This design comes from an exercise in tuning for small area and a short achievable clock period on the open sky130 flow, not from production work. In this exercise RTL edits were held to simulation tests only and were not proved equivalent to the original. Power is estimated from default activity; no workload was simulated.

== run a ==
// vxe_fma_top
module vxe_fma_top (
  input  wire logic        clk,
  input  wire logic        nrst,
  input  wire logic        i_vld,
  input  wire logic [31:0] i_a,
  input  wire logic [31:0] i_x,
  input  wire logic [31:0] i_b,
  input  wire logic [3:0]  i_tag,
  output      logic        o_vld,
  output      logic [31:0] o_res,
  output      logic        o_ovf,
  output      logic [3:0]  o_tag,
  output      logic        o_busy
);
  logic v1, v2, v3, v4;
  always_ff @(posedge clk or negedge nrst)
  begin
    if (!nrst)
    begin
      v1 <= 1'b0; v2 <= 1'b0; v3 <= 1'b0; v4 <= 1'b0; o_vld <= 1'b0; o_busy <= 1'b0;
    end
    else
    begin
      v1 <= i_vld; v2 <= v1; v3 <= v2; v4 <= v3; o_vld <= v4;
      o_busy <= i_vld | v1 | v2 | v3 | v4;
    end
  end
  logic [31:0] a_q, b_q;
  logic [15:0] neg_q, one_q, two_q;
  logic [3:0]  tag1, tag2, tag3, tag4;
  logic [32:0] xe;
  assign xe = {i_x, 1'b0};
  always_ff @(posedge clk)
  begin
    a_q  <= i_a;
    b_q  <= i_b;
    tag1 <= i_tag;
    for (int j = 0; j < 16; j++)
    begin
      neg_q[j] <= xe[2*j+2];
      one_q[j] <= xe[2*j+1] ^ xe[2*j];
      two_q[j] <= (xe[2*j+2] ^ xe[2*j+1]) & ~(xe[2*j+1] ^ xe[2*j]);
    end
  end
  logic [19:0] slo_q;
  logic        cin_q;
  logic pp1;
  logic pp2;
  logic pp3;
  logic pp4;
  logic pp5;
  logic pp6;
  logic pp7;
  logic pp8;
  logic pp9;
  logic pp10;
  logic pp11;
  logic pp12;
  logic pp13;
  logic pp14;
  logic pp15;
  logic pp16;
  logic pp17;
  logic pp18;
  logic pp19;
  logic pp20;
  logic pp21;
  logic pp22;
  logic pp23;
  logic pp24;
  logic pp25;
  logic pp26;
  logic pp27;
  logic pp28;
  logic pp29;
  logic pp30;
  logic pp31;
  logic pp32;
  logic pp33;
  logic ps34;
  logic pp35;
  logic pp36;
  logic pp37;
  logic pp38;
  logic pp39;
  logic pp40;
  logic pp41;
  logic pp42;
  logic pp43;
  logic pp44;
  logic pp45;
  logic pp46;
  logic pp47;
  logic pp48;
  logic pp49;
  logic pp50;
  logic pp51;
  logic pp52;
  logic pp53;
  logic pp54;
  logic pp55;
  logic pp56;
  logic pp57;
  logic pp58;
  logic pp59;
  logic pp60;
  logic pp61;
  ...
==> flow/config.mk <==
export PLATFORM = sky130hd
export DESIGN_NAME = vxe_fma_top
export DESIGN_NICKNAME = vxe_fma_top
export VERILOG_FILES = /design/flow/design.v
export SDC_FILE = /design/flow/constraint.sdc
export NUM_CORES = 4
export LEC_CHECK = 0
export CAP_MARGIN = 50
export CORE_MARGIN = 2
export CORE_UTILIZATION = 40
export SLEW_MARGIN = 70
export SYNTH_HIERARCHICAL = 1
export SYNTH_MINIMUM_KEEP_SIZE = 0
==> flow/constraint.sdc <==
create_clock -name core_clock -period 10.0 [get_ports {clk}]
set_input_delay 2.0000 -clock core_clock [delete_from_list [all_inputs] [get_ports {clk}]]
set_output_delay 2.0000 -clock core_clock [all_outputs]
set_load 0.01 [all_outputs]
standard.sh (not shown) runs the stock make flow with config.mk's settings and CLKGATE_MAP_FILE= SYNTH_SCRIPT=/design/flow/synth_recipe.tcl, a recipe that flattens the netlist after the stock synthesis.
==> flow/flow/run.sh <==
#!/bin/bash
# The standard layout, with timing repair asked to leave extra setup margin so
# that it sizes and buffers the pipeline stages for the period the design
# reaches rather than for the 10 ns clock. Clock and constraints are unchanged.
set -euo pipefail
bash standard.sh SETUP_SLACK_MARGIN=6.8 finish > flow_make.log 2>&1
The inputs of run b differ from those of run a as listed below.
==> flow/flow/run.sh <==
#!/bin/bash
set -euo pipefail
bash standard.sh \
  SETUP_SLACK_MARGIN=7.0 \
  MATCH_CELL_FOOTPRINT=0 \
  "BUFFER_PORTS_ARGS=-buffer_cell sky130_fd_sc_hd__buf_2" \
  finish > flow_make.log 2>&1
Results
- Run b — fraction of cell area in non-clock buffers 2.6 points higher, run a as reference
- Between run b and run a, the difference in cell count along the critical path is negligible.
- Summary of run b over run a: largest vdd supply drop went down, final layout net count moved up, power share of the combinational group rose 2.0 points, placed standard-cell area fell by 3.0%, power of the combinational group shows an increase of about 6%.
- Run b: all stages complete, timing, DRC and antenna checks passed
- For count of non-CTS buffers in the layout, dividing the value from run b by the value from run a gives 1.4.

========
Another version of the RTL of vxe_fma_top (not shown whole).
Size in the first run: about 140 I/O pins, ~33000 µm² of cells after synthesis.
Settings: LEC_CHECK=0, CAP_MARGIN=20, CORE_MARGIN=2, CORE_UTILIZATION=40, CTS_CLUSTER_DIAMETER=100, CTS_CLUSTER_SIZE=22, SLEW_MARGIN=20, SYNTH_HIERARCHICAL=1, SYNTH_MINIMUM_KEEP_SIZE=0; clock period 10.0 ns.
==> flow/flow/run.sh <==
#!/bin/bash
set -euo pipefail
bash standard.sh \
  SETUP_SLACK_MARGIN=6.9 \
  MATCH_CELL_FOOTPRINT=0 \
  "BUFFER_PORTS_ARGS=-buffer_cell sky130_fd_sc_hd__buf_2" \
  finish > flow_make.log 2>&1
The baseline finished clean.
Then changed:
==> flow/flow/run.sh (replaced) <==
#!/bin/bash
set -euo pipefail
bash standard.sh \
  SETUP_SLACK_MARGIN=6.9 \
  MATCH_CELL_FOOTPRINT=0 \
  "BUFFER_PORTS_ARGS=-buffer_cell sky130_fd_sc_hd__buf_1" \
  finish > flow_make.log 2>&1
Settings changed: CORE_UTILIZATION 40 to 50.
Clock skew came out higher by 0.011 ns.
Routed wire length came out lower slightly.
Total power came out lower by a few percent.
Clock power came out lower by about a fifth.
Cell count came out lower by a few percent.
Design area came out lower slightly.
Synthesized cell count is unchanged.
Core utilization came out higher by 10 points.
Then changed:
==> flow/flow/run.sh (replaced) <==
#!/bin/bash
set -euo pipefail
bash standard.sh \
  SETUP_SLACK_MARGIN=6.9 \
  MATCH_CELL_FOOTPRINT=0 \
  "BUFFER_PORTS_ARGS=-buffer_cell sky130_fd_sc_hd__buf_2" \
  finish > flow_make.log 2>&1
Settings changed: CORE_UTILIZATION 50 to 40, CTS_CLUSTER_DIAMETER 100 to not set, CTS_CLUSTER_SIZE 22 to not set.
The changed run completed with no timing, DRC or antenna violations.
Via count is about the same.
Combinational power hardly moves.
Non-clock buffer count grows by 2.
Critical path depth does not change.
Wire length grows slightly.
Worst hold slack loses 0.0071 ns.

## port drivers added, routing unchanged
Ports are ideal in the flow. The routed layouts listed here were re-timed in OpenROAD.
Step 1 (the two cells are an assumption about what drives the block):
set clk [get_ports {clk}]
set_driving_cell -lib_cell sky130_fd_sc_hd__clkbuf_16 $clk
set_driving_cell -lib_cell sky130_fd_sc_hd__buf_2 [delete_from_list [all_inputs] $clk]
Step 2 times the ports against the registers' clock, not the clock port: input delays grow and output delays shrink by t, the midpoint of the rising clock arrivals with the driver on.
Slacks: no drivers / after step 1 / after step 2; pairs: no drivers / after step 1.
| run | t, ns | setup slack, ns | pins driven straight from the clock port |
|---|---|---|---|
| run a | 0.659 | 6.787 / 6.779 / 6.787 | 1 |
| run b | 0.662 | 6.862 / 6.837 / 6.862 | 1 |
| the first run of note 2 | 0.632 | 6.908 / 6.846 / 6.941 | 1 |
| the second run of note 2 | 0.688 | 6.878 / 6.809 / 6.920 | 1 |
| the third run of note 2 | 0.668 | 6.898 / 6.837 / 6.955 | 1 |
After both steps setup and hold are still met in every run listed.
